Context: an optimization exercise on an open-source flow, tuned for small area, a short achievable clock period and few clock cycles. The choices shown serve that exercise and are no tape-out recipe.
The RTL of this run was laid out without a check of its function.
No activity file was given, so power comes from the tool's default toggle rates.

===== design/flow/config.mk =====
export PLATFORM = sky130hd
export DESIGN_NAME = fft_stage_top
export DESIGN_NICKNAME = fft_stage_top
export VERILOG_FILES = /design/flow/design.v
export SDC_FILE = /design/flow/constraint.sdc
export NUM_CORES = 4
export LEC_CHECK = 0
export CAP_MARGIN = 20
export CORE_MARGIN = 2
export CORE_UTILIZATION = 50
export SETUP_SLACK_MARGIN = 4.5
export SLEW_MARGIN = 20

===== design/flow/constraint.sdc =====
create_clock -name core_clock -period 8.5 [get_ports {clk}]
set_input_delay 1.7000 -clock core_clock [delete_from_list [all_inputs] [get_ports {clk}]]
set_output_delay 1.7000 -clock core_clock [all_outputs]
set_load 0.01 [all_outputs]

===== design/flow/design.v =====
package fft_pkg;
	localparam int N_POINTS = 16;
	localparam int ADDR_W = 4;
	localparam int PAIR_W = 3;
	localparam int LEVEL_W = 2;
	localparam int DATA_W = 16;
	localparam int TW_FRAC = 14;
	typedef logic signed [DATA_W-1:0] sample_t;
	typedef logic [ADDR_W-1:0] addr_t;
	typedef logic [PAIR_W-1:0] pair_t;
	typedef logic [LEVEL_W-1:0] level_t;
endpackage
`timescale 1ns/1ps
module pair_sequencer
(
	input logic clk,
	input logic reset,
	input logic start,
	input fft_pkg::level_t level,
	input logic wr_last,
	output logic busy,
	output logic done,
	output logic rs_run,
	output logic rs_start,
	output logic rs_valid,
	output logic rs_last,
	output logic rs_bypass,
	output logic [2:0] rs_ri0,
	output logic [2:0] rs_ri1,
	output logic rs_swap,
	output fft_pkg::pair_t rs_k,
	output logic [1:0] rs_start_sel
);
	logic run;
	logic start_acc;
	fft_pkg::level_t lvl, lvl_eff;
	fft_pkg::pair_t pc, pc_next;
	fft_pkg::pair_t mask;
	fft_pkg::addr_t ea, oa;
	logic [2:0] ri0_q, ri1_q;
	logic swap_q;
	fft_pkg::pair_t k_q;
	assign start_acc = start && !busy && !reset;
	assign lvl_eff = run ? lvl : level;
	assign pc_next = run ? pc + 1'b1 : 3'd1;
	assign mask = fft_pkg::pair_t'(3'b111 >> lvl_eff);
	assign ea = {1'b0, pc_next & mask} | ({1'b0, pc_next & ~mask} << 1);
	assign oa = ea | (fft_pkg::addr_t'(8) >> lvl_eff);
	assign rs_run = run;
	assign rs_start = start_acc;
	assign rs_valid = run || start_acc;
	assign rs_last = run && (pc == 3'd7);
	assign rs_bypass = run ? !lvl[1] : !level[1];
	assign rs_ri0 = ri0_q;
	assign rs_ri1 = ri1_q;
	assign rs_swap = swap_q;
	assign rs_k = run ? k_q : 3'd0;
	assign rs_start_sel = level;
	assign done = wr_last;
	always_ff @(posedge clk)
	begin
		if (reset)
		begin
			run <= 1'b0;
			busy <= 1'b0;
			pc <= '0;
		end
		else
		begin
			if (start_acc)
			begin
				run <= 1'b1;
				busy <= 1'b1;
				pc <= 3'd1;
			end
			else if (run)
			begin
				pc <= pc + 1'b1;
				if (pc == 3'd7) run <= 1'b0;
			end
			if (wr_last) busy <= 1'b0;
		end
	end
	always_ff @(posedge clk)
	begin
		if (start_acc) lvl <= level;
		swap_q <= ^ea;
		ri0_q <= (^ea) ? oa[2:0] : ea[2:0];
		ri1_q <= (^ea) ? ea[2:0] : oa[2:0];
		k_q <= pc_next & ~mask;
	end
endmodule
`timescale 1ns/1ps
module sample_buffer
(
	input logic clk,
	input logic run,
	input logic [2:0] ri0,
	input logic [2:0] ri1,
	input logic [1:0] start_sel,
	output logic [31:0] rd0,
	output logic [31:0] rd1,
	output logic [31:0] x0_start,
	output logic [31:0] xs_start,
	input logic we0,
	input logic [2:0] wi0,
	input logic [31:0] wd0,
	input logic we1,
	input logic [2:0] wi1,
	input logic [31:0] wd1,
	input fft_pkg::addr_t rd_addr,
	output fft_pkg::sample_t rd_real,
	output fft_pkg::sample_t rd_imag
);
	logic [31:0] bank0 [0:7];
	logic [31:0] bank1 [0:7];
	logic [2:0] ri0_eff, ri1_eff;
	assign ri0_eff = run ? ri0 : rd_addr[2:0];
	assign ri1_eff = run ? ri1 : rd_addr[2:0];
	assign rd0 = bank0[ri0_eff];
	assign rd1 = bank1[ri1_eff];
	assign x0_start = bank0[0];
	always_comb
	begin
		case (start_sel)
			2'd0: xs_start = bank1[0];
			2'd1: xs_start = bank1[4];
			2'd2: xs_start = bank1[2];
			default: xs_start = bank1[1];
		endcase
	end
	always_ff @(posedge clk)
	begin
		{rd_real, rd_imag} <= (^rd_addr) ? rd1 : rd0;
	end
	always_ff @(posedge clk)
	begin
		if (we0) bank0[wi0] <= wd0;
		if (we1) bank1[wi1] <= wd1;
	end
endmodule
`timescale 1ns/1ps
module butterfly
(
	input logic clk,
	input logic reset,
	input logic rs_start,
	input logic rs_valid,
	input logic rs_last,
	input logic rs_bypass,
	input logic [2:0] rs_ri0,
	input logic [2:0] rs_ri1,
	input logic rs_swap,
	input fft_pkg::pair_t rs_k,
	input fft_pkg::level_t rs_level,
	input logic [31:0] rd0,
	input logic [31:0] rd1,
	input logic [31:0] x0_start,
	input logic [31:0] xs_start,
	output logic wr_valid,
	output logic wr_last,
	output logic [2:0] wi0,
	output logic [31:0] wd0,
	output logic [2:0] wi1,
	output logic [31:0] wd1
);
	logic [31:0] xe_n, xo_n, xe_r, xo_r;
	logic signed [16:0] xr_n, xi_n, ua, ub;
	logic [2:0] r_wi0, r_wi1;
	logic r_swap;
	assign xe_n = rs_swap ? rd1 : rd0;
	assign xo_n = rs_swap ? rd0 : rd1;
	assign xe_r = rs_start ? x0_start : xe_n;
	assign xo_r = rs_start ? xs_start : xo_n;
	assign xr_n = {xo_n[31], xo_n[31:16]};
	assign xi_n = {xo_n[15], xo_n[15:0]};
	assign ua = xr_n + xi_n;
	assign ub = xi_n - xr_n;
	assign r_wi0 = rs_start ? 3'd0 : rs_ri0;
	assign r_wi1 = rs_start ? {rs_level == 2'd1, rs_level == 2'd2, rs_level == 2'd3} : rs_ri1;
	assign r_swap = rs_start ? 1'b0 : rs_swap;
	logic [11:0] r_g;
	logic r_w2, r_sa, r_sb, r_ta;
	fft_pkg::pair_t k;
	assign k = rs_k;
	assign r_w2 = (k[1:0] == 2'b10);
	assign r_sa = (k == 3'd0) || (k == 3'd1) || (k == 3'd7);
	assign r_sb = (k == 3'd3) || (k == 3'd4) || (k == 3'd5);
	assign r_ta = (k == 3'd1) || (k == 3'd7);
	always_comb
	begin
		if (k[0]) r_g = 12'b0111_1111_1111;
		else if (r_w2) r_g = 12'b1010_0011_0101;
		else r_g = 12'b0000_0010_0000;
	end
	logic m_valid, m_last;
	logic [2:0] m_wi0, m_wi1;
	logic m_swap;
	logic [31:0] m_xe;
	logic [15:0] m_xr, m_xi;
	logic [16:0] m_ure, m_uim;
	logic [11:0] m_g;
	logic m_w2, m_sa, m_sb, m_ta, m_tb;
	logic m_re_nc, m_re_ns, m_im_nc, m_im_ns, m_im_ne;
	always_ff @(posedge clk)
	begin
		if (reset)
		begin
			m_valid <= 1'b0;
			m_last <= 1'b0;
		end
		else
		begin
			m_valid <= rs_valid && !rs_bypass;
			m_last <= rs_valid && !rs_bypass && rs_last;
		end
	end
	always_ff @(posedge clk)
	begin
		m_wi0 <= r_wi0;
		m_wi1 <= r_wi1;
		m_swap <= r_swap;
		m_xe <= xe_r;
		m_xr <= xo_r[31:16];
		m_xi <= xo_r[15:0];
		m_ure <= k[2] ? ub : ua;
		m_uim <= k[2] ? ua : ub;
		m_g <= r_g;
		m_w2 <= r_w2;
		m_sa <= r_sa;
		m_sb <= r_sb;
		m_ta <= r_ta;
		m_tb <= !r_ta && !r_w2;
		m_re_nc <= (k == 3'd7);
		m_re_ns <= (k == 3'd5);
		m_im_nc <= (k >= 3'd3);
		m_im_ns <= (k == 3'd1) || (k >= 3'd5);
		m_im_ne <= (k == 3'd6);
	end
	logic [16:0] xr17, xi17;
	logic [16:0] re_c, re_s, im_c, im_s;
	assign xr17 = {m_xr[15], m_xr};
	assign xi17 = {m_xi[15], m_xi};
	assign re_c = ({17{m_sa}} & xr17) | ({17{m_sb}} & xi17) | ({17{m_w2}} & m_ure);
	assign re_s = ({17{m_ta}} & xi17) | ({17{m_tb}} & xr17) | ({17{m_w2}} & m_ure);
	assign im_c = ({17{m_sa}} & xi17) | ({17{m_sb}} & xr17) | ({17{m_w2}} & m_uim);
	assign im_s = ({17{m_ta}} & xr17) | ({17{m_tb}} & xi17) | ({17{m_w2}} & m_uim);
	logic [15:0] re_h1, re_h2, im_h1, im_h2;
	logic [13:0] re_l1, re_l2, im_l1, im_l2;
	tw_tree u_re
	(
		.opc(re_c), .ops(re_s), .ope(m_ure), .nc(m_re_nc), .ns(m_re_ns), .ne(1'b0),
		.g(m_g), .h1(re_h1), .h2(re_h2), .l1(re_l1), .l2(re_l2)
	);
	tw_tree u_im
	(
		.opc(im_c), .ops(im_s), .ope(m_uim), .nc(m_im_nc), .ns(m_im_ns), .ne(m_im_ne),
		.g(m_g), .h1(im_h1), .h2(im_h2), .l1(im_l1), .l2(im_l2)
	);
	logic [2:0] w_wi0, w_wi1;
	logic w_swap, w_byp, w_cx;
	logic [31:0] w_xe;
	logic [15:0] w_re_h1, w_re_h2, w_im_h1, w_im_h2;
	logic [13:0] w_re_l1, w_re_l2, w_im_l1, w_im_l2;
	logic bp_k4;
	assign bp_k4 = k[2];
	always_ff @(posedge clk)
	begin
		if (reset)
		begin
			wr_valid <= 1'b0;
			wr_last <= 1'b0;
		end
		else
		begin
			wr_valid <= m_valid || (rs_valid && rs_bypass);
			wr_last <= m_last || (rs_valid && rs_bypass && rs_last);
		end
	end
	always_ff @(posedge clk)
	begin
		if (m_valid)
		begin
			w_byp <= 1'b0;
			w_cx <= 1'b0;
			w_wi0 <= m_wi0;
			w_wi1 <= m_wi1;
			w_swap <= m_swap;
			w_xe <= m_xe;
			w_re_h1 <= re_h1;
			w_re_h2 <= re_h2;
			w_im_h1 <= im_h1;
			w_im_h2 <= im_h2;
		end
		else
		begin
			w_byp <= 1'b1;
			w_cx <= bp_k4;
			w_wi0 <= r_wi0;
			w_wi1 <= r_wi1;
			w_swap <= r_swap;
			w_xe <= xe_r;
			w_re_h1 <= bp_k4 ? xo_r[15:0] : xo_r[31:16];
			w_re_h2 <= '0;
			w_im_h1 <= bp_k4 ? ~xo_r[31:16] : xo_r[15:0];
			w_im_h2 <= '0;
		end
		w_re_l1 <= re_l1;
		w_re_l2 <= re_l2;
		w_im_l1 <= im_l1;
		w_im_l2 <= im_l2;
	end
	logic [14:0] re_lo, im_lo;
	logic re_c14, im_c14;
	logic [15:0] ye_re, ye_im, yo_re, yo_im;
	assign re_lo = {1'b0, w_re_l1} + {1'b0, w_re_l2};
	assign im_lo = {1'b0, w_im_l1} + {1'b0, w_im_l2};
	assign re_c14 = w_byp ? 1'b0 : re_lo[14];
	assign im_c14 = w_byp ? w_cx : im_lo[14];
	assign ye_re = w_xe[31:16] + w_re_h1 + w_re_h2 + {15'd0, re_c14};
	assign ye_im = w_xe[15:0] + w_im_h1 + w_im_h2 + {15'd0, im_c14};
	assign yo_re = w_xe[31:16] - w_re_h1 - w_re_h2 - {15'd0, re_c14};
	assign yo_im = w_xe[15:0] - w_im_h1 - w_im_h2 - {15'd0, im_c14};
	assign wi0 = w_wi0;
	assign wi1 = w_wi1;
	assign wd0 = w_swap ? {yo_re, yo_im} : {ye_re, ye_im};
	assign wd1 = w_swap ? {ye_re, ye_im} : {yo_re, yo_im};
endmodule
module tw_tree
(
	input logic [16:0] opc, ops, ope,
	input logic nc, ns, ne,
	input logic [11:0] g,
	output logic [15:0] h1, h2,
	output logic [13:0] l1, l2
);
	wire r0_n = g[0] & (nc);
	wire [16:0] r0_w = opc ^ {17{nc}};
	wire r0_b0 = g[0] & r0_w[0];
	wire r0_b1 = g[0] & r0_w[1];
	wire r0_b2 = g[0] & r0_w[2];
	wire r0_b3 = g[0] & r0_w[3];
	wire r0_b4 = g[0] & r0_w[4];
	wire r0_b5 = g[0] & r0_w[5];
	wire r0_b6 = g[0] & r0_w[6];
	wire r0_b7 = g[0] & r0_w[7];
	wire r0_b8 = g[0] & r0_w[8];
	wire r0_b9 = g[0] & r0_w[9];
	wire r0_b10 = g[0] & r0_w[10];
	wire r0_b11 = g[0] & r0_w[11];
	wire r0_b12 = g[0] & r0_w[12];
	wire r0_b13 = g[0] & r0_w[13];
	wire r0_b14 = g[0] & r0_w[14];
	wire r0_b15 = g[0] & r0_w[15];
	wire r0_b16 = ~(g[0] & r0_w[16]);
	wire r1_n = g[1] & (nc);
	wire [16:0] r1_w = opc ^ {17{nc}};
	wire r1_b0 = g[1] & r1_w[0];
	wire r1_b1 = g[1] & r1_w[1];
	wire r1_b2 = g[1] & r1_w[2];
	wire r1_b3 = g[1] & r1_w[3];
	wire r1_b4 = g[1] & r1_w[4];
	wire r1_b5 = g[1] & r1_w[5];
	wire r1_b6 = g[1] & r1_w[6];
	wire r1_b7 = g[1] & r1_w[7];
	wire r1_b8 = g[1] & r1_w[8];
	wire r1_b9 = g[1] & r1_w[9];
	wire r1_b10 = g[1] & r1_w[10];
	wire r1_b11 = g[1] & r1_w[11];
	wire r1_b12 = g[1] & r1_w[12];
	wire r1_b13 = g[1] & r1_w[13];
	wire r1_b14 = g[1] & r1_w[14];
	wire r1_b15 = g[1] & r1_w[15];
	wire r1_b16 = ~(g[1] & r1_w[16]);
	wire r2_n = g[2] & (nc);
	wire [16:0] r2_w = opc ^ {17{nc}};
	wire r2_b0 = g[2] & r2_w[0];
	wire r2_b1 = g[2] & r2_w[1];
	wire r2_b2 = g[2] & r2_w[2];
	wire r2_b3 = g[2] & r2_w[3];
	wire r2_b4 = g[2] & r2_w[4];
	wire r2_b5 = g[2] & r2_w[5];
	wire r2_b6 = g[2] & r2_w[6];
	wire r2_b7 = g[2] & r2_w[7];
	wire r2_b8 = g[2] & r2_w[8];
	wire r2_b9 = g[2] & r2_w[9];
	wire r2_b10 = g[2] & r2_w[10];
	wire r2_b11 = g[2] & r2_w[11];
	wire r2_b12 = g[2] & r2_w[12];
	wire r2_b13 = g[2] & r2_w[13];
	wire r2_b14 = g[2] & r2_w[14];
	wire r2_b15 = g[2] & r2_w[15];
	wire r2_b16 = ~(g[2] & r2_w[16]);
	wire r3_n = g[3] & (~nc);
	wire [16:0] r3_w = opc ^ {17{~nc}};
	wire r3_b0 = g[3] & r3_w[0];
	wire r3_b1 = g[3] & r3_w[1];
	wire r3_b2 = g[3] & r3_w[2];
	wire r3_b3 = g[3] & r3_w[3];
	wire r3_b4 = g[3] & r3_w[4];
	wire r3_b5 = g[3] & r3_w[5];
	wire r3_b6 = g[3] & r3_w[6];
	wire r3_b7 = g[3] & r3_w[7];
	wire r3_b8 = g[3] & r3_w[8];
	wire r3_b9 = g[3] & r3_w[9];
	wire r3_b10 = g[3] & r3_w[10];
	wire r3_b11 = g[3] & r3_w[11];
	wire r3_b12 = g[3] & r3_w[12];
	wire r3_b13 = g[3] & r3_w[13];
	wire r3_b14 = g[3] & r3_w[14];
	wire r3_b15 = g[3] & r3_w[15];
	wire r3_b16 = ~(g[3] & r3_w[16]);
	wire r4_n = g[4] & (~nc);
	wire [16:0] r4_w = opc ^ {17{~nc}};
	wire r4_b0 = g[4] & r4_w[0];
	wire r4_b1 = g[4] & r4_w[1];
	wire r4_b2 = g[4] & r4_w[2];
	wire r4_b3 = g[4] & r4_w[3];
	wire r4_b4 = g[4] & r4_w[4];
	wire r4_b5 = g[4] & r4_w[5];
	wire r4_b6 = g[4] & r4_w[6];
	wire r4_b7 = g[4] & r4_w[7];
	wire r4_b8 = g[4] & r4_w[8];
	wire r4_b9 = g[4] & r4_w[9];
	wire r4_b10 = g[4] & r4_w[10];
	wire r4_b11 = g[4] & r4_w[11];
	wire r4_b12 = g[4] & r4_w[12];
	wire r4_b13 = g[4] & r4_w[13];
	wire r4_b14 = g[4] & r4_w[14];
	wire r4_b15 = g[4] & r4_w[15];
	wire r4_b16 = ~(g[4] & r4_w[16]);
	wire r5_n = g[5] & (nc);
	wire [16:0] r5_w = opc ^ {17{nc}};
	wire r5_b0 = g[5] & r5_w[0];
	wire r5_b1 = g[5] & r5_w[1];
	wire r5_b2 = g[5] & r5_w[2];
	wire r5_b3 = g[5] & r5_w[3];
	wire r5_b4 = g[5] & r5_w[4];
	wire r5_b5 = g[5] & r5_w[5];
	wire r5_b6 = g[5] & r5_w[6];
	wire r5_b7 = g[5] & r5_w[7];
	wire r5_b8 = g[5] & r5_w[8];
	wire r5_b9 = g[5] & r5_w[9];
	wire r5_b10 = g[5] & r5_w[10];
	wire r5_b11 = g[5] & r5_w[11];
	wire r5_b12 = g[5] & r5_w[12];
	wire r5_b13 = g[5] & r5_w[13];
	wire r5_b14 = g[5] & r5_w[14];
	wire r5_b15 = g[5] & r5_w[15];
	wire r6_n = g[6] & (~ns);
	wire [16:0] r6_w = ops ^ {17{~ns}};
	wire r6_b0 = g[6] & r6_w[0];
	wire r6_b1 = g[6] & r6_w[1];
	wire r6_b2 = g[6] & r6_w[2];
	wire r6_b3 = g[6] & r6_w[3];
	wire r6_b4 = g[6] & r6_w[4];
	wire r6_b5 = g[6] & r6_w[5];
	wire r6_b6 = g[6] & r6_w[6];
	wire r6_b7 = g[6] & r6_w[7];
	wire r6_b8 = g[6] & r6_w[8];
	wire r6_b9 = g[6] & r6_w[9];
	wire r6_b10 = g[6] & r6_w[10];
	wire r6_b11 = g[6] & r6_w[11];
	wire r6_b12 = g[6] & r6_w[12];
	wire r6_b13 = g[6] & r6_w[13];
	wire r6_b14 = g[6] & r6_w[14];
	wire r6_b15 = g[6] & r6_w[15];
	wire r6_b16 = ~(g[6] & r6_w[16]);
	wire r7_n = g[7] & (ns);
	wire [16:0] r7_w = ops ^ {17{ns}};
	wire r7_b0 = g[7] & r7_w[0];
	wire r7_b1 = g[7] & r7_w[1];
	wire r7_b2 = g[7] & r7_w[2];
	wire r7_b3 = g[7] & r7_w[3];
	wire r7_b4 = g[7] & r7_w[4];
	wire r7_b5 = g[7] & r7_w[5];
	wire r7_b6 = g[7] & r7_w[6];
	wire r7_b7 = g[7] & r7_w[7];
	wire r7_b8 = g[7] & r7_w[8];
	wire r7_b9 = g[7] & r7_w[9];
	wire r7_b10 = g[7] & r7_w[10];
	wire r7_b11 = g[7] & r7_w[11];
	wire r7_b12 = g[7] & r7_w[12];
	wire r7_b13 = g[7] & r7_w[13];
	wire r7_b14 = g[7] & r7_w[14];
	wire r7_b15 = g[7] & r7_w[15];
	wire r7_b16 = ~(g[7] & r7_w[16]);
	wire r8_n = g[8] & (ns);
	wire [16:0] r8_w = ops ^ {17{ns}};
	wire r8_b0 = g[8] & r8_w[0];
	wire r8_b1 = g[8] & r8_w[1];
	wire r8_b2 = g[8] & r8_w[2];
	wire r8_b3 = g[8] & r8_w[3];
	wire r8_b4 = g[8] & r8_w[4];
	wire r8_b5 = g[8] & r8_w[5];
	wire r8_b6 = g[8] & r8_w[6];
	wire r8_b7 = g[8] & r8_w[7];
	wire r8_b8 = g[8] & r8_w[8];
	wire r8_b9 = g[8] & r8_w[9];
	wire r8_b10 = g[8] & r8_w[10];
	wire r8_b11 = g[8] & r8_w[11];
	wire r8_b12 = g[8] & r8_w[12];
	wire r8_b13 = g[8] & r8_w[13];
	wire r8_b14 = g[8] & r8_w[14];
	wire r8_b15 = g[8] & r8_w[15];
	wire r8_b16 = ~(g[8] & r8_w[16]);
	wire r9_n = g[9] & (~ns);
	wire [16:0] r9_w = ops ^ {17{~ns}};
	wire r9_b0 = g[9] & r9_w[0];
	wire r9_b1 = g[9] & r9_w[1];
	wire r9_b2 = g[9] & r9_w[2];
	wire r9_b3 = g[9] & r9_w[3];
	wire r9_b4 = g[9] & r9_w[4];
	wire r9_b5 = g[9] & r9_w[5];
	wire r9_b6 = g[9] & r9_w[6];
	wire r9_b7 = g[9] & r9_w[7];
	wire r9_b8 = g[9] & r9_w[8];
	wire r9_b9 = g[9] & r9_w[9];
	wire r9_b10 = g[9] & r9_w[10];
	wire r9_b11 = g[9] & r9_w[11];
	wire r9_b12 = g[9] & r9_w[12];
	wire r9_b13 = g[9] & r9_w[13];
	wire r9_b14 = g[9] & r9_w[14];
	wire r9_b15 = g[9] & r9_w[15];
	wire r9_b16 = ~(g[9] & r9_w[16]);
	wire r10_n = g[10] & (ns);
	wire [16:0] r10_w = ops ^ {17{ns}};
	wire r10_b0 = g[10] & r10_w[0];
	wire r10_b1 = g[10] & r10_w[1];
	wire r10_b2 = g[10] & r10_w[2];
	wire r10_b3 = g[10] & r10_w[3];
	wire r10_b4 = g[10] & r10_w[4];
	wire r10_b5 = g[10] & r10_w[5];
	wire r10_b6 = g[10] & r10_w[6];
	wire r10_b7 = g[10] & r10_w[7];
	wire r10_b8 = g[10] & r10_w[8];
	wire r10_b9 = g[10] & r10_w[9];
	wire r10_b10 = g[10] & r10_w[10];
	wire r10_b11 = g[10] & r10_w[11];
	wire r10_b12 = g[10] & r10_w[12];
	wire r10_b13 = g[10] & r10_w[13];
	wire r10_b14 = g[10] & r10_w[14];
	wire r10_b15 = g[10] & r10_w[15];
	wire r10_b16 = ~(g[10] & r10_w[16]);
	wire r11_n = g[11] & (ne);
	wire [16:0] r11_w = ope ^ {17{ne}};
	wire r11_b0 = g[11] & r11_w[0];
	wire r11_b1 = g[11] & r11_w[1];
	wire r11_b2 = g[11] & r11_w[2];
	wire r11_b3 = g[11] & r11_w[3];
	wire r11_b4 = g[11] & r11_w[4];
	wire r11_b5 = g[11] & r11_w[5];
	wire r11_b6 = g[11] & r11_w[6];
	wire r11_b7 = g[11] & r11_w[7];
	wire r11_b8 = g[11] & r11_w[8];
	wire r11_b9 = g[11] & r11_w[9];
	wire r11_b10 = g[11] & r11_w[10];
	wire r11_b11 = g[11] & r11_w[11];
	wire r11_b12 = g[11] & r11_w[12];
	wire r11_b13 = g[11] & r11_w[13];
	wire r11_b14 = g[11] & r11_w[14];
	wire r11_b15 = g[11] & r11_w[15];
	wire r11_b16 = ~(g[11] & r11_w[16]);
	wire t1 = r0_b11 ^ r1_b6;
	wire t2 = r0_b11 & r1_b6;
	wire t3 = r0_b12 ^ r1_b7 ^ r2_b4;
	wire t4 = (r0_b12 & r1_b7) | (r0_b12 & r2_b4) | (r1_b7 & r2_b4);
	wire t5 = r3_b3 ^ r4_b2;
	wire t6 = r3_b3 & r4_b2;
	wire t7 = r0_b13 ^ r1_b8 ^ r2_b5;
	wire t8 = (r0_b13 & r1_b8) | (r0_b13 & r2_b5) | (r1_b8 & r2_b5);
	wire t9 = r3_b4 ^ r4_b3 ^ r6_b12;
	wire t10 = (r3_b4 & r4_b3) | (r3_b4 & r6_b12) | (r4_b3 & r6_b12);
	wire t11 = r7_b6 ^ r8_b2;
	wire t12 = r7_b6 & r8_b2;
	wire t13 = r0_b14 ^ r1_b9 ^ r2_b6;
	wire t14 = (r0_b14 & r1_b9) | (r0_b14 & r2_b6) | (r1_b9 & r2_b6);
	wire t15 = r3_b5 ^ r4_b4 ^ r5_b0;
	wire t16 = (r3_b5 & r4_b4) | (r3_b5 & r5_b0) | (r4_b4 & r5_b0);
	wire t17 = r5_n ^ r6_b13 ^ r7_b7;
	wire t18 = (r5_n & r6_b13) | (r5_n & r7_b7) | (r6_b13 & r7_b7);
	wire t19 = r8_b3 ^ r9_b2;
	wire t20 = r8_b3 & r9_b2;
	wire t21 = r0_b15 ^ r1_b10 ^ r2_b7;
	wire t22 = (r0_b15 & r1_b10) | (r0_b15 & r2_b7) | (r1_b10 & r2_b7);
	wire t23 = r3_b6 ^ r4_b5 ^ r5_b1;
	wire t24 = (r3_b6 & r4_b5) | (r3_b6 & r5_b1) | (r4_b5 & r5_b1);
	wire t25 = r6_b14 ^ r7_b8 ^ r8_b4;
	wire t26 = (r6_b14 & r7_b8) | (r6_b14 & r8_b4) | (r7_b8 & r8_b4);
	wire t27 = r9_b3 ^ r10_b2;
	wire t28 = r9_b3 & r10_b2;
	wire t29 = r0_b16 ^ r1_b11 ^ r2_b8;
	wire t30 = (r0_b16 & r1_b11) | (r0_b16 & r2_b8) | (r1_b11 & r2_b8);
	wire t31 = r3_b7 ^ r4_b6 ^ r5_b2;
	wire t32 = (r3_b7 & r4_b6) | (r3_b7 & r5_b2) | (r4_b6 & r5_b2);
	wire t33 = r6_b15 ^ r7_b9 ^ r8_b5;
	wire t34 = (r6_b15 & r7_b9) | (r6_b15 & r8_b5) | (r7_b9 & r8_b5);
	wire t35 = r9_b4 ^ r10_b3 ^ r11_b10;
	wire t36 = (r9_b4 & r10_b3) | (r9_b4 & r11_b10) | (r10_b3 & r11_b10);
	wire t37 = r1_b12 ^ r2_b9 ^ r3_b8;
	wire t38 = (r1_b12 & r2_b9) | (r1_b12 & r3_b8) | (r2_b9 & r3_b8);
	wire t39 = r4_b7 ^ r5_b3 ^ r6_b16;
	wire t40 = (r4_b7 & r5_b3) | (r4_b7 & r6_b16) | (r5_b3 & r6_b16);
	wire t41 = r7_b10 ^ r8_b6 ^ r9_b5;
	wire t42 = (r7_b10 & r8_b6) | (r7_b10 & r9_b5) | (r8_b6 & r9_b5);
	wire t43 = r1_b13 ^ r2_b10 ^ r3_b9;
	wire t44 = (r1_b13 & r2_b10) | (r1_b13 & r3_b9) | (r2_b10 & r3_b9);
	wire t45 = r4_b8 ^ r5_b4 ^ r7_b11;
	wire t46 = (r4_b8 & r5_b4) | (r4_b8 & r7_b11) | (r5_b4 & r7_b11);
	wire t47 = r8_b7 ^ r9_b6;
	wire t48 = r8_b7 & r9_b6;
	wire t49 = r1_b14 ^ r2_b11 ^ r3_b10;
	wire t50 = (r1_b14 & r2_b11) | (r1_b14 & r3_b10) | (r2_b11 & r3_b10);
	wire t51 = r4_b9 ^ r5_b5 ^ r7_b12;
	wire t52 = (r4_b9 & r5_b5) | (r4_b9 & r7_b12) | (r5_b5 & r7_b12);
	wire t53 = r8_b8 ^ r9_b7;
	wire t54 = r8_b8 & r9_b7;
	wire t55 = r1_b15 ^ r2_b12 ^ r3_b11;
	wire t56 = (r1_b15 & r2_b12) | (r1_b15 & r3_b11) | (r2_b12 & r3_b11);
	wire t57 = r4_b10 ^ r5_b6 ^ r7_b13;
	wire t58 = (r4_b10 & r5_b6) | (r4_b10 & r7_b13) | (r5_b6 & r7_b13);
	wire t59 = r8_b9 ^ r9_b8;
	wire t60 = r8_b9 & r9_b8;
	wire t61 = r1_b16 ^ r2_b13 ^ r3_b12;
	wire t62 = (r1_b16 & r2_b13) | (r1_b16 & r3_b12) | (r2_b13 & r3_b12);
	wire t63 = r4_b11 ^ r5_b7 ^ r7_b14;
	wire t64 = (r4_b11 & r5_b7) | (r4_b11 & r7_b14) | (r5_b7 & r7_b14);
	wire t65 = r2_b14 ^ r3_b13 ^ r4_b12;
	wire t66 = (r2_b14 & r3_b13) | (r2_b14 & r4_b12) | (r3_b13 & r4_b12);
	wire t67 = r0_b8 ^ r1_b3;
	wire t68 = r0_b8 & r1_b3;
	wire t69 = r0_b9 ^ r1_b4 ^ r2_b1;
	wire t70 = (r0_b9 & r1_b4) | (r0_b9 & r2_b1) | (r1_b4 & r2_b1);
	wire t71 = r3_b0 ^ r3_n;
	wire t72 = r3_b0 & r3_n;
	wire t73 = r0_b10 ^ r1_b5 ^ r2_b2;
	wire t74 = (r0_b10 & r1_b5) | (r0_b10 & r2_b2) | (r1_b5 & r2_b2);
	wire t75 = r3_b1 ^ r4_b0 ^ r4_n;
	wire t76 = (r3_b1 & r4_b0) | (r3_b1 & r4_n) | (r4_b0 & r4_n);
	wire t77 = r6_b9 ^ r7_b3;
	wire t78 = r6_b9 & r7_b3;
	wire t79 = t1 ^ r2_b3 ^ r3_b2;
	wire t80 = (t1 & r2_b3) | (t1 & r3_b2) | (r2_b3 & r3_b2);
	wire t81 = r4_b1 ^ r6_b10 ^ r7_b4;
	wire t82 = (r4_b1 & r6_b10) | (r4_b1 & r7_b4) | (r6_b10 & r7_b4);
	wire t83 = r8_b0 ^ r8_n ^ r11_b5;
	wire t84 = (r8_b0 & r8_n) | (r8_b0 & r11_b5) | (r8_n & r11_b5);
	wire t85 = t2 ^ t3 ^ t5;
	wire t86 = (t2 & t3) | (t2 & t5) | (t3 & t5);
	wire t87 = r6_b11 ^ r7_b5 ^ r8_b1;
	wire t88 = (r6_b11 & r7_b5) | (r6_b11 & r8_b1) | (r7_b5 & r8_b1);
	wire t89 = r9_b0 ^ r9_n ^ r11_b6;
	wire t90 = (r9_b0 & r9_n) | (r9_b0 & r11_b6) | (r9_n & r11_b6);
	wire t91 = t4 ^ t6 ^ t7;
	wire t92 = (t4 & t6) | (t4 & t7) | (t6 & t7);
	wire t93 = t9 ^ t11 ^ r9_b1;
	wire t94 = (t9 & t11) | (t9 & r9_b1) | (t11 & r9_b1);
	wire t95 = r10_b0 ^ r10_n ^ r11_b7;
	wire t96 = (r10_b0 & r10_n) | (r10_b0 & r11_b7) | (r10_n & r11_b7);
	wire t97 = t8 ^ t10 ^ t12;
	wire t98 = (t8 & t10) | (t8 & t12) | (t10 & t12);
	wire t99 = t13 ^ t15 ^ t17;
	wire t100 = (t13 & t15) | (t13 & t17) | (t15 & t17);
	wire t101 = t19 ^ r10_b1 ^ r11_b8;
	wire t102 = (t19 & r10_b1) | (t19 & r11_b8) | (r10_b1 & r11_b8);
	wire t103 = t14 ^ t16 ^ t18;
	wire t104 = (t14 & t16) | (t14 & t18) | (t16 & t18);
	wire t105 = t20 ^ t21 ^ t23;
	wire t106 = (t20 & t21) | (t20 & t23) | (t21 & t23);
	wire t107 = t25 ^ t27 ^ r11_b9;
	wire t108 = (t25 & t27) | (t25 & r11_b9) | (t27 & r11_b9);
	wire t109 = t22 ^ t24 ^ t26;
	wire t110 = (t22 & t24) | (t22 & t26) | (t24 & t26);
	wire t111 = t28 ^ t29 ^ t31;
	wire t112 = (t28 & t29) | (t28 & t31) | (t29 & t31);
	wire t113 = t33 ^ t35 ^ 1'b1;
	wire t114 = (t33 & t35) | (t33 & 1'b1) | (t35 & 1'b1);
	wire t115 = t30 ^ t32 ^ t34;
	wire t116 = (t30 & t32) | (t30 & t34) | (t32 & t34);
	wire t117 = t36 ^ t37 ^ t39;
	wire t118 = (t36 & t37) | (t36 & t39) | (t37 & t39);
	wire t119 = t41 ^ r10_b4 ^ r11_b11;
	wire t120 = (t41 & r10_b4) | (t41 & r11_b11) | (r10_b4 & r11_b11);
	wire t121 = t38 ^ t40 ^ t42;
	wire t122 = (t38 & t40) | (t38 & t42) | (t40 & t42);
	wire t123 = t43 ^ t45 ^ t47;
	wire t124 = (t43 & t45) | (t43 & t47) | (t45 & t47);
	wire t125 = r10_b5 ^ r11_b12 ^ 1'b1;
	wire t126 = (r10_b5 & r11_b12) | (r10_b5 & 1'b1) | (r11_b12 & 1'b1);
	wire t127 = t44 ^ t46 ^ t48;
	wire t128 = (t44 & t46) | (t44 & t48) | (t46 & t48);
	wire t129 = t49 ^ t51 ^ t53;
	wire t130 = (t49 & t51) | (t49 & t53) | (t51 & t53);
	wire t131 = r10_b6 ^ r11_b13 ^ 1'b1;
	wire t132 = (r10_b6 & r11_b13) | (r10_b6 & 1'b1) | (r11_b13 & 1'b1);
	wire t133 = t50 ^ t52 ^ t54;
	wire t134 = (t50 & t52) | (t50 & t54) | (t52 & t54);
	wire t135 = t55 ^ t57 ^ t59;
	wire t136 = (t55 & t57) | (t55 & t59) | (t57 & t59);
	wire t137 = r10_b7 ^ r11_b14 ^ 1'b1;
	wire t138 = (r10_b7 & r11_b14) | (r10_b7 & 1'b1) | (r11_b14 & 1'b1);
	wire t139 = t56 ^ t58 ^ t60;
	wire t140 = (t56 & t58) | (t56 & t60) | (t58 & t60);
	wire t141 = t61 ^ t63 ^ r8_b10;
	wire t142 = (t61 & t63) | (t61 & r8_b10) | (t63 & r8_b10);
	wire t143 = r9_b9 ^ r10_b8 ^ r11_b15;
	wire t144 = (r9_b9 & r10_b8) | (r9_b9 & r11_b15) | (r10_b8 & r11_b15);
	wire t145 = t62 ^ t64 ^ t65;
	wire t146 = (t62 & t64) | (t62 & t65) | (t64 & t65);
	wire t147 = r5_b8 ^ r7_b15 ^ r8_b11;
	wire t148 = (r5_b8 & r7_b15) | (r5_b8 & r8_b11) | (r7_b15 & r8_b11);
	wire t149 = r9_b10 ^ r10_b9 ^ r11_b16;
	wire t150 = (r9_b10 & r10_b9) | (r9_b10 & r11_b16) | (r10_b9 & r11_b16);
	wire t151 = t66 ^ r2_b15 ^ r3_b14;
	wire t152 = (t66 & r2_b15) | (t66 & r3_b14) | (r2_b15 & r3_b14);
	wire t153 = r4_b13 ^ r5_b9 ^ r7_b16;
	wire t154 = (r4_b13 & r5_b9) | (r4_b13 & r7_b16) | (r5_b9 & r7_b16);
	wire t155 = r8_b12 ^ r9_b11 ^ r10_b10;
	wire t156 = (r8_b12 & r9_b11) | (r8_b12 & r10_b10) | (r9_b11 & r10_b10);
	wire t157 = r2_b16 ^ r3_b15 ^ r4_b14;
	wire t158 = (r2_b16 & r3_b15) | (r2_b16 & r4_b14) | (r3_b15 & r4_b14);
	wire t159 = r5_b10 ^ r8_b13 ^ r9_b12;
	wire t160 = (r5_b10 & r8_b13) | (r5_b10 & r9_b12) | (r8_b13 & r9_b12);
	wire t161 = r3_b16 ^ r4_b15 ^ r5_b11;
	wire t162 = (r3_b16 & r4_b15) | (r3_b16 & r5_b11) | (r4_b15 & r5_b11);
	wire t163 = r0_b6 ^ r1_b1;
	wire t164 = r0_b6 & r1_b1;
	wire t165 = r0_b7 ^ r1_b2 ^ r6_b6;
	wire t166 = (r0_b7 & r1_b2) | (r0_b7 & r6_b6) | (r1_b2 & r6_b6);
	wire t167 = r7_b0 ^ r7_n;
	wire t168 = r7_b0 & r7_n;
	wire t169 = t67 ^ r2_b0 ^ r2_n;
	wire t170 = (t67 & r2_b0) | (t67 & r2_n) | (r2_b0 & r2_n);
	wire t171 = r6_b7 ^ r7_b1 ^ r11_b2;
	wire t172 = (r6_b7 & r7_b1) | (r6_b7 & r11_b2) | (r7_b1 & r11_b2);
	wire t173 = t68 ^ t69 ^ t71;
	wire t174 = (t68 & t69) | (t68 & t71) | (t69 & t71);
	wire t175 = r6_b8 ^ r7_b2 ^ r11_b3;
	wire t176 = (r6_b8 & r7_b2) | (r6_b8 & r11_b3) | (r7_b2 & r11_b3);
	wire t177 = t70 ^ t72 ^ t73;
	wire t178 = (t70 & t72) | (t70 & t73) | (t72 & t73);
	wire t179 = t75 ^ t77 ^ r11_b4;
	wire t180 = (t75 & t77) | (t75 & r11_b4) | (t77 & r11_b4);
	wire t181 = t74 ^ t76 ^ t78;
	wire t182 = (t74 & t76) | (t74 & t78) | (t76 & t78);
	wire t183 = t79 ^ t81 ^ t83;
	wire t184 = (t79 & t81) | (t79 & t83) | (t81 & t83);
	wire t185 = t80 ^ t82 ^ t84;
	wire t186 = (t80 & t82) | (t80 & t84) | (t82 & t84);
	wire t187 = t85 ^ t87 ^ t89;
	wire t188 = (t85 & t87) | (t85 & t89) | (t87 & t89);
	wire t189 = t86 ^ t88 ^ t90;
	wire t190 = (t86 & t88) | (t86 & t90) | (t88 & t90);
	wire t191 = t91 ^ t93 ^ t95;
	wire t192 = (t91 & t93) | (t91 & t95) | (t93 & t95);
	wire t193 = t92 ^ t94 ^ t96;
	wire t194 = (t92 & t94) | (t92 & t96) | (t94 & t96);
	wire t195 = t97 ^ t99 ^ t101;
	wire t196 = (t97 & t99) | (t97 & t101) | (t99 & t101);
	wire t197 = t98 ^ t100 ^ t102;
	wire t198 = (t98 & t100) | (t98 & t102) | (t100 & t102);
	wire t199 = t103 ^ t105 ^ t107;
	wire t200 = (t103 & t105) | (t103 & t107) | (t105 & t107);
	wire t201 = t104 ^ t106 ^ t108;
	wire t202 = (t104 & t106) | (t104 & t108) | (t106 & t108);
	wire t203 = t109 ^ t111 ^ t113;
	wire t204 = (t109 & t111) | (t109 & t113) | (t111 & t113);
	wire t205 = t110 ^ t112 ^ t114;
	wire t206 = (t110 & t112) | (t110 & t114) | (t112 & t114);
	wire t207 = t115 ^ t117 ^ t119;
	wire t208 = (t115 & t117) | (t115 & t119) | (t117 & t119);
	wire t209 = t116 ^ t118 ^ t120;
	wire t210 = (t116 & t118) | (t116 & t120) | (t118 & t120);
	wire t211 = t121 ^ t123 ^ t125;
	wire t212 = (t121 & t123) | (t121 & t125) | (t123 & t125);
	wire t213 = t122 ^ t124 ^ t126;
	wire t214 = (t122 & t124) | (t122 & t126) | (t124 & t126);
	wire t215 = t127 ^ t129 ^ t131;
	wire t216 = (t127 & t129) | (t127 & t131) | (t129 & t131);
	wire t217 = t128 ^ t130 ^ t132;
	wire t218 = (t128 & t130) | (t128 & t132) | (t130 & t132);
	wire t219 = t133 ^ t135 ^ t137;
	wire t220 = (t133 & t135) | (t133 & t137) | (t135 & t137);
	wire t221 = t134 ^ t136 ^ t138;
	wire t222 = (t134 & t136) | (t134 & t138) | (t136 & t138);
	wire t223 = t139 ^ t141 ^ t143;
	wire t224 = (t139 & t141) | (t139 & t143) | (t141 & t143);
	wire t225 = t140 ^ t142 ^ t144;
	wire t226 = (t140 & t142) | (t140 & t144) | (t142 & t144);
	wire t227 = t145 ^ t147 ^ t149;
	wire t228 = (t145 & t147) | (t145 & t149) | (t147 & t149);
	wire t229 = t146 ^ t148 ^ t150;
	wire t230 = (t146 & t148) | (t146 & t150) | (t148 & t150);
	wire t231 = t151 ^ t153 ^ t155;
	wire t232 = (t151 & t153) | (t151 & t155) | (t153 & t155);
	wire t233 = t152 ^ t154 ^ t156;
	wire t234 = (t152 & t154) | (t152 & t156) | (t154 & t156);
	wire t235 = t157 ^ t159 ^ r10_b11;
	wire t236 = (t157 & t159) | (t157 & r10_b11) | (t159 & r10_b11);
	wire t237 = t158 ^ t160 ^ t161;
	wire t238 = (t158 & t160) | (t158 & t161) | (t160 & t161);
	wire t239 = r8_b14 ^ r9_b13 ^ r10_b12;
	wire t240 = (r8_b14 & r9_b13) | (r8_b14 & r10_b12) | (r9_b13 & r10_b12);
	wire t241 = t162 ^ r4_b16 ^ r5_b12;
	wire t242 = (t162 & r4_b16) | (t162 & r5_b12) | (r4_b16 & r5_b12);
	wire t243 = r8_b15 ^ r9_b14 ^ r10_b13;
	wire t244 = (r8_b15 & r9_b14) | (r8_b15 & r10_b13) | (r9_b14 & r10_b13);
	wire t245 = r5_b13 ^ r8_b16 ^ r9_b15;
	wire t246 = (r5_b13 & r8_b16) | (r5_b13 & r9_b15) | (r8_b16 & r9_b15);
	wire t247 = r0_b5 ^ r1_b0;
	wire t248 = r0_b5 & r1_b0;
	wire t249 = t163 ^ r6_b5 ^ r11_b0;
	wire t250 = (t163 & r6_b5) | (t163 & r11_b0) | (r6_b5 & r11_b0);
	wire t251 = t164 ^ t165 ^ t167;
	wire t252 = (t164 & t165) | (t164 & t167) | (t165 & t167);
	wire t253 = t166 ^ t168 ^ t169;
	wire t254 = (t166 & t168) | (t166 & t169) | (t168 & t169);
	wire t255 = t170 ^ t172 ^ t173;
	wire t256 = (t170 & t172) | (t170 & t173) | (t172 & t173);
	wire t257 = t174 ^ t176 ^ t177;
	wire t258 = (t174 & t176) | (t174 & t177) | (t176 & t177);
	wire t259 = t178 ^ t180 ^ t181;
	wire t260 = (t178 & t180) | (t178 & t181) | (t180 & t181);
	wire t261 = t182 ^ t184 ^ t185;
	wire t262 = (t182 & t184) | (t182 & t185) | (t184 & t185);
	wire t263 = t186 ^ t188 ^ t189;
	wire t264 = (t186 & t188) | (t186 & t189) | (t188 & t189);
	wire t265 = t190 ^ t192 ^ t193;
	wire t266 = (t190 & t192) | (t190 & t193) | (t192 & t193);
	wire t267 = t194 ^ t196 ^ t197;
	wire t268 = (t194 & t196) | (t194 & t197) | (t196 & t197);
	wire t269 = t198 ^ t200 ^ t201;
	wire t270 = (t198 & t200) | (t198 & t201) | (t200 & t201);
	wire t271 = t202 ^ t204 ^ t205;
	wire t272 = (t202 & t204) | (t202 & t205) | (t204 & t205);
	wire t273 = t206 ^ t208 ^ t209;
	wire t274 = (t206 & t208) | (t206 & t209) | (t208 & t209);
	wire t275 = t210 ^ t212 ^ t213;
	wire t276 = (t210 & t212) | (t210 & t213) | (t212 & t213);
	wire t277 = t214 ^ t216 ^ t217;
	wire t278 = (t214 & t216) | (t214 & t217) | (t216 & t217);
	wire t279 = t218 ^ t220 ^ t221;
	wire t280 = (t218 & t220) | (t218 & t221) | (t220 & t221);
	wire t281 = t222 ^ t224 ^ t225;
	wire t282 = (t222 & t224) | (t222 & t225) | (t224 & t225);
	wire t283 = t226 ^ t228 ^ t229;
	wire t284 = (t226 & t228) | (t226 & t229) | (t228 & t229);
	wire t285 = t230 ^ t232 ^ t233;
	wire t286 = (t230 & t232) | (t230 & t233) | (t232 & t233);
	wire t287 = t234 ^ t236 ^ t237;
	wire t288 = (t234 & t236) | (t234 & t237) | (t236 & t237);
	wire t289 = t238 ^ t240 ^ t241;
	wire t290 = (t238 & t240) | (t238 & t241) | (t240 & t241);
	wire t291 = t242 ^ t244 ^ t245;
	wire t292 = (t242 & t244) | (t242 & t245) | (t244 & t245);
	wire t293 = t246 ^ r5_b14 ^ r9_b16;
	wire t294 = (t246 & r5_b14) | (t246 & r9_b16) | (r5_b14 & r9_b16);
	wire t295 = r0_b1 ^ r6_b0;
	wire t296 = r0_b1 & r6_b0;
	wire t297 = r0_b2 ^ r6_b1;
	wire t298 = r0_b2 & r6_b1;
	wire t299 = r0_b3 ^ r6_b2;
	wire t300 = r0_b3 & r6_b2;
	wire t301 = r0_b4 ^ r6_b3;
	wire t302 = r0_b4 & r6_b3;
	wire t303 = t247 ^ r1_n ^ r6_b4;
	wire t304 = (t247 & r1_n) | (t247 & r6_b4) | (r1_n & r6_b4);
	wire t305 = t248 ^ t249 ^ r11_n;
	wire t306 = (t248 & t249) | (t248 & r11_n) | (t249 & r11_n);
	wire t307 = t250 ^ t251 ^ r11_b1;
	wire t308 = (t250 & t251) | (t250 & r11_b1) | (t251 & r11_b1);
	wire t309 = t252 ^ t253 ^ t171;
	wire t310 = (t252 & t253) | (t252 & t171) | (t253 & t171);
	wire t311 = t254 ^ t255 ^ t175;
	wire t312 = (t254 & t255) | (t254 & t175) | (t255 & t175);
	wire t313 = t256 ^ t257 ^ t179;
	wire t314 = (t256 & t257) | (t256 & t179) | (t257 & t179);
	wire t315 = t258 ^ t259 ^ t183;
	wire t316 = (t258 & t259) | (t258 & t183) | (t259 & t183);
	wire t317 = t260 ^ t261 ^ t187;
	wire t318 = (t260 & t261) | (t260 & t187) | (t261 & t187);
	wire t319 = t262 ^ t263 ^ t191;
	wire t320 = (t262 & t263) | (t262 & t191) | (t263 & t191);
	wire t321 = t264 ^ t265 ^ t195;
	wire t322 = (t264 & t265) | (t264 & t195) | (t265 & t195);
	wire t323 = t266 ^ t267 ^ t199;
	wire t324 = (t266 & t267) | (t266 & t199) | (t267 & t199);
	wire t325 = t268 ^ t269 ^ t203;
	wire t326 = (t268 & t269) | (t268 & t203) | (t269 & t203);
	wire t327 = t270 ^ t271 ^ t207;
	wire t328 = (t270 & t271) | (t270 & t207) | (t271 & t207);
	wire t329 = t272 ^ t273 ^ t211;
	wire t330 = (t272 & t273) | (t272 & t211) | (t273 & t211);
	wire t331 = t274 ^ t275 ^ t215;
	wire t332 = (t274 & t275) | (t274 & t215) | (t275 & t215);
	wire t333 = t276 ^ t277 ^ t219;
	wire t334 = (t276 & t277) | (t276 & t219) | (t277 & t219);
	wire t335 = t278 ^ t279 ^ t223;
	wire t336 = (t278 & t279) | (t278 & t223) | (t279 & t223);
	wire t337 = t280 ^ t281 ^ t227;
	wire t338 = (t280 & t281) | (t280 & t227) | (t281 & t227);
	wire t339 = t282 ^ t283 ^ t231;
	wire t340 = (t282 & t283) | (t282 & t231) | (t283 & t231);
	wire t341 = t284 ^ t285 ^ t235;
	wire t342 = (t284 & t285) | (t284 & t235) | (t285 & t235);
	wire t343 = t286 ^ t287 ^ t239;
	wire t344 = (t286 & t287) | (t286 & t239) | (t287 & t239);
	wire t345 = t288 ^ t289 ^ t243;
	wire t346 = (t288 & t289) | (t288 & t243) | (t289 & t243);
	wire t347 = t290 ^ t291 ^ r10_b14;
	wire t348 = (t290 & t291) | (t290 & r10_b14) | (t291 & r10_b14);
	wire t349 = t292 ^ t293 ^ r10_b15;
	wire t350 = (t292 & t293) | (t292 & r10_b15) | (t293 & r10_b15);
	wire t351 = t294 ^ r5_b15 ^ r10_b16;
	wire t352 = (t294 & r5_b15) | (t294 & r10_b16) | (r5_b15 & r10_b16);
	wire [29:0] v1 = {t350, t348, t346, t344, t342, t340, t338, t336, t334, t332, t330, t328, t326, t324, t322, t320, t318, t316, t314, t312, t310, t308, t306, t304, t302, t300, t298, t296, t295, r0_b0};
	wire [29:0] v2 = {t351, t349, t347, t345, t343, t341, t339, t337, t335, t333, t331, t329, t327, t325, t323, t321, t319, t317, t315, t313, t311, t309, t307, t305, t303, t301, t299, t297, r6_n, r0_n};
	assign h1 = v1[29:14];
	assign h2 = v2[29:14];
	assign l1 = v1[13:0];
	assign l2 = v2[13:0];
endmodule
`timescale 1ns/1ps
module fft_stage_top
(
	input logic clk,
	input logic reset,
	input logic start,
	input fft_pkg::level_t level,
	input logic load_en,
	input fft_pkg::addr_t load_addr,
	input fft_pkg::sample_t load_real,
	input fft_pkg::sample_t load_imag,
	input fft_pkg::addr_t rd_addr,
	output logic busy,
	output logic done,
	output fft_pkg::sample_t rd_real,
	output fft_pkg::sample_t rd_imag
);
	logic rs_run, rs_start, rs_valid, rs_last, rs_bypass, rs_swap;
	logic [2:0] rs_ri0, rs_ri1;
	fft_pkg::pair_t rs_k;
	logic [1:0] rs_start_sel;
	logic [31:0] rd0, rd1, x0_start, xs_start;
	logic bf_we, bf_last;
	logic [2:0] bf_wi0, bf_wi1;
	logic [31:0] bf_wd0, bf_wd1;
	logic we0, we1;
	logic [2:0] wi0, wi1;
	logic [31:0] wd0, wd1;
	logic load_par;
	pair_sequencer u_seq
	(
		.clk(clk), .reset(reset), .start(start), .level(level), .wr_last(bf_last),
		.busy(busy), .done(done), .rs_run(rs_run), .rs_start(rs_start), .rs_valid(rs_valid),
		.rs_last(rs_last), .rs_bypass(rs_bypass), .rs_ri0(rs_ri0), .rs_ri1(rs_ri1),
		.rs_swap(rs_swap), .rs_k(rs_k), .rs_start_sel(rs_start_sel)
	);
	butterfly u_bfly
	(
		.clk(clk), .reset(reset), .rs_start(rs_start), .rs_valid(rs_valid),
		.rs_last(rs_last), .rs_bypass(rs_bypass), .rs_ri0(rs_ri0), .rs_ri1(rs_ri1),
		.rs_swap(rs_swap), .rs_k(rs_k), .rs_level(rs_start_sel),
		.rd0(rd0), .rd1(rd1), .x0_start(x0_start), .xs_start(xs_start),
		.wr_valid(bf_we), .wr_last(bf_last),
		.wi0(bf_wi0), .wd0(bf_wd0), .wi1(bf_wi1), .wd1(bf_wd1)
	);
	assign load_par = ^load_addr;
	assign we0 = bf_we || (load_en && !load_par);
	assign we1 = bf_we || (load_en && load_par);
	assign wi0 = bf_we ? bf_wi0 : load_addr[2:0];
	assign wi1 = bf_we ? bf_wi1 : load_addr[2:0];
	assign wd0 = bf_we ? bf_wd0 : {load_real, load_imag};
	assign wd1 = bf_we ? bf_wd1 : {load_real, load_imag};
	sample_buffer u_buf
	(
		.clk(clk), .run(rs_run), .ri0(rs_ri0), .ri1(rs_ri1), .start_sel(rs_start_sel),
		.rd0(rd0), .rd1(rd1), .x0_start(x0_start), .xs_start(xs_start),
		.we0(we0), .wi0(wi0), .wd0(wd0), .we1(we1), .wi1(wi1), .wd1(wd1),
		.rd_addr(rd_addr), .rd_real(rd_real), .rd_imag(rd_imag)
	);
endmodule

===== design/flow/run.sh =====
#!/bin/bash
# synth_recipe.tcl (not shown) runs the flow's synth.tcl, then flattens the netlist and writes it again
# the make line also repeats each setting of config.mk as NAME=value (left out here)
make -C /OpenROAD-flow-scripts/flow DESIGN_CONFIG=/design/flow/config.mk WORK_HOME=/design/flow/orfs CLKGATE_MAP_FILE= SYNTH_SCRIPT=/design/flow/synth_recipe.tcl finish

==> summary.txt <==
Worst setup path
  • Worst Path Required: 8.87 ns
  • R2R setup slack: 3.35 ns
  • Critical path data arrival time: 5.52 ns
  • WS Path Type: register to register
  • Worst Path Max Fanout: 8
  • Worst reg2reg path startpoint: u_bfly.w_im_l1[1]
  • Crit-path leading delay family: compound AO/OA/AOI/OAI gates
  • CP peak stage delay: 0.52 ns
  • CP Cell Sequence: ha_4 > a31o_4 > a21o_1 > a21o_1 > a21o_1 > a21oi_2 > o221a_2 > o21bai_4 > a21oi_4 > o21ai_4 > fa_1 > fa_2 > inv_2 > fa_2 > a211oi_2 > o21bai_1 > a31oi_2 > buf_4 > o21ai_1 > nor2_1 > xor2_1 > nor2_1 > a21oi_2 > a21oi_4
  • Startpoint Class: register
  • Cell mode on critical path: a21o_1
  • Critical-path top delay cell: fa_1
  • CP bufs+invs: 2
  • R2r worst-path depth: 24
  • Setup crit end kind: register
  • Reg-to-Reg End: u_buf.bank1[2][10]

Synth
  • Ys Warns: 3
  • Synth Area per Inst: 11.7 sq um
  • Sequential share of the synthesized area: 0.427
  • Post-synthesis register bit count: 843
  • Fraction of registers with async set/reset: 0
  • Post-synth cell types: 82
  • Post-synth EDFFs: 514
  • Mapped Area: 0.0516 sq mm
  • Post-Syn Nets: 5069
  • Post-Synthesis Cells: 4429
  • Main synth FF type: edfxtp_1

Drt
  • WL/cell: 27.5 um
  • Antenna viol nets, final: 0
  • Vias per inst: 5.95
  • Via Count: 36861
  • First-pass DRT Iterations: 12
  • Initial DRC count: 4345
  • Post-Route WL: 170000 um
  • DR DRC count: 0

Cells and area
  • Ratio of cells with drive above 1 in the final layout: 0.319
  • Layout Cells excl Fill: 6192
  • Filler instances: 7901
  • Commonest non-fill, non-tap cell in the layout: edfxtp_1
  • Synth-to-layout area growth: 24.6%
  • Fin nets: 5387
  • Design Area, Final: 0.0643 sq mm
  • Most frequent cells in the layout: edfxtp_1, inv_1, dfxtp_1

Clock network
  • Clock-pin slew on the worst setup and hold paths: 0.06 ns
  • TritonCTS clock tree: yes
  • CTS Sinks: 843
  • CTS H-tree lvls: 3
  • Clock buffer depth: 3
  • Worst skew pair latency: 0.70 ns
  • CTS Root Cell: clkbuf_16
  • Total CTS buffers: 90

Timing
  • Final Setup Violations: 0
  • Final Cycle Share: 0.606
  • Setup ws final: 3.35 ns
  • RSZ-0062 raised after global routing: true
  • Skew final: 0.0590 ns
  • Slew @ Worst Pin: 1.07 ns
  • Final Max Tran Viols: 0
  • Max Clk Rate: 194 MHz
  • Hold Vio Cnt, Final: 0
  • Rel. slew slack: 0.277
  • Setup TNS: 0 ns
  • Minimum clock period: 5.15 ns
  • Worst hold slack: 0.421 ns

Min path
  • Min-delay src: u_bfly.wr_last
  • Worst min-delay path category: register to register
  • WHS Endpoint: u_seq.busy
  • Worst Hold Depth: 1

Floorplan
  • Starting Density: 0.506
  • Die H: 325 um
  • Cell Rows: 117
  • I/O pin count: 80
  • Core ar.: 0.102 sq mm
  • Die Wd: 325 um
  • Die area: 0.106 sq mm

Global routing
  • Vias in the first global route: 36681
  • Global Route Usage Sum: 0.318
  • First-pass GRT wire length: 246000 um
  • GRT overflow: 0
  • Largest net degree at the start of global routing: 72
  • Number of antenna violations at the first check in global routing: 8

Pwr
  • Cell area power density: 324 mW/mm^2
  • P_leak: 25.3 nW
  • VDD IR-drop max: 0.000239 V

Place
  • Port bufs: 79
  • DP HPWL: 120000 um
  • Post-DP Area: 0.0543 sq mm
  • GPL Wtd Cong: 0.939
  • Cell Count Post-Placement: 5720
  • Pre-CTS setup slack: 1.87 ns

Job
  • Max_cap viols: 0

Outcome
  • Status: timing/DRC/antenna clean
cell type report:
type | instances | area [sq um] | share of cell area
Timing Repair inverter | 1 | 5.00 | 0.0000778
Sequential cell | 843 | 22100 | 0.343
Tap cell | 1368 | 1710 | 0.0266
Antenna cell | 1 | 2.50 | 0.0000389
Clock inverter | 38 | 355 | 0.00553
Clock buffer | 130 | 2640 | 0.0410
Inverter | 587 | 2230 | 0.0347
Timing Repair Buffer | 459 | 4940 | 0.0768
Multi-Input combinational cell | 2765 | 30300 | 0.472
sequential cells by signal, indices dropped and copies added (netlist names), 17 cells and up:
register      flops
u_bfly.w_xe      32
u_bfly.m_ure     17
u_buf.bank0     256
u_buf.bank1     256
u_bfly.m_xe      32
per-layer routing:
metal / wire length (um) / global-route usage / vias up
met2: 77600 / 0.493 / 1754
li1: - / - / 16117
met3: 15400 / 0.0518 / 405
met1: 67600 / 0.438 / 18581
met4: 9800 / 0.156 / 4
met5: 24 / 0 / -
through the flow:
| stage | total power (W) | util |
|---|---|---|
| floorplan | 0.0110 | - |
| global placement | 0.0136 | 0.532 |
| detailed placement | 0.0136 | 0.532 |
| CTS | 0.0195 | 0.612 |
| global route | 0.0218 | 0.630 |
| finish | 0.0208 | 0.630 |
how the worst max path moves through the flow:
stage                      startpoint            endpoint  slack (ns)  cells past startpoint
floorplan                  rd_addr[1]    u_bfly.m_uim[16]        3.30                     20
global placement           rd_addr[1]    u_bfly.m_ure[16]        1.98                     16
detailed placement         rd_addr[1]    u_bfly.m_uim[16]        1.87                     16
CTS                 u_bfly.w_im_l2[1]  u_buf.bank0[2][15]        3.36                     23
global route        u_bfly.w_im_l1[1]  u_buf.bank0[2][14]        3.18                     24
finish              u_bfly.w_im_l1[1]  u_buf.bank1[2][10]        3.35                     24
synth_stat cells, types with 11 or more instances:
cell type	count	share of area
inv_1	580	0.042
and2_1	93	0.011
xnor2_1	134	0.023
nand3_1	16	0.0016
mux2i_2	14	0.0037
buf_2	50	0.0048
a21o_1	27	0.0039
mux2i_1	117	0.023
o21ai_0	170	0.016
nor2_1	322	0.023
buf_1	28	0.0020
o211ai_1	20	0.0029
clkbuf_1	138	0.010
o21bai_1	11	0.0016
a21oi_1	167	0.016
a41oi_1	34	0.0058
edfxtp_1	514	0.30
a31oi_1	17	0.0021
fa_1	371	0.14
a211oi_1	142	0.021
o21a_1	14	0.0020
o22a_1	11	0.0019
nand2_1	272	0.020
mux2_2	69	0.015
mux2i_4	11	0.0048
nand2b_1	43	0.0052
mux4_2	126	0.055
nor2b_1	22	0.0027
o21ai_1	43	0.0042
o41ai_1	33	0.0056
xor2_1	53	0.0090
a222oi_1	60	0.012
dfxtp_1	329	0.13
ha_1	223	0.054
nor3_1	20	0.0019
kinds of logic (layout without fill, tap and decap cells):
logic type,after synthesis,after routing,share of synthesized area
xor gates and xnor gates,187,187,0.0317
and+or+nand+nor,827,827,0.0712
other,0,1,0
DFF,843,843,0.427
adders and majority gates,594,594,0.198
buffers and inverters,822,1215,0.0635
muxes,338,338,0.102
AOI/OAI and AO/OA,818,819,0.107
power by group:
part	internal (W)	leakage, nW	switching [W]
registers	0.00513	7.40	0.000491
clock network	0.00224	1.46	0.00171
logic	0.00479	16.4	0.00645
what timing repair did:
item	4_1_cts	5_1_grt
setup buffers	224	65
gates cloned	12	1
resized for setup	691	284
pin swaps	328	218
setup endpoints to repair	707	1032
hold buffers	0	0

[static timing again, ports no longer ideal]
No port has a modelled driver above. Below, the same layout with a new extraction and two added sets of constraints. Step 1 (the two cells are an assumption about what drives the block):
set clk [get_ports {clk}]
set_driving_cell -lib_cell sky130_fd_sc_hd__clkbuf_16 $clk
set_driving_cell -lib_cell sky130_fd_sc_hd__buf_2 [delete_from_list [all_inputs] $clk]
Step 2 adds t to the input delays and takes it off the output delays; t is the mean of the earliest and latest rising clock arrival at the registers after step 1. Input paths then give back, and output paths get back, about the clock's delay inside the block. Three values: ideal ports, drivers, drivers and shift; two values: the first two.
t, ns: 0.744
slack for setup (ns): 3.353 / 3.353 / 2.777
worst setup path after step 2: input to register
worst register clock-pin slew, ns: 0.07 / 0.07
pins driven straight from the clock port: 1
After both steps this run still meets setup and hold. For this run, drivers alone change the setup slack by 0.000 ns; drivers and shift together by -0.576 ns.
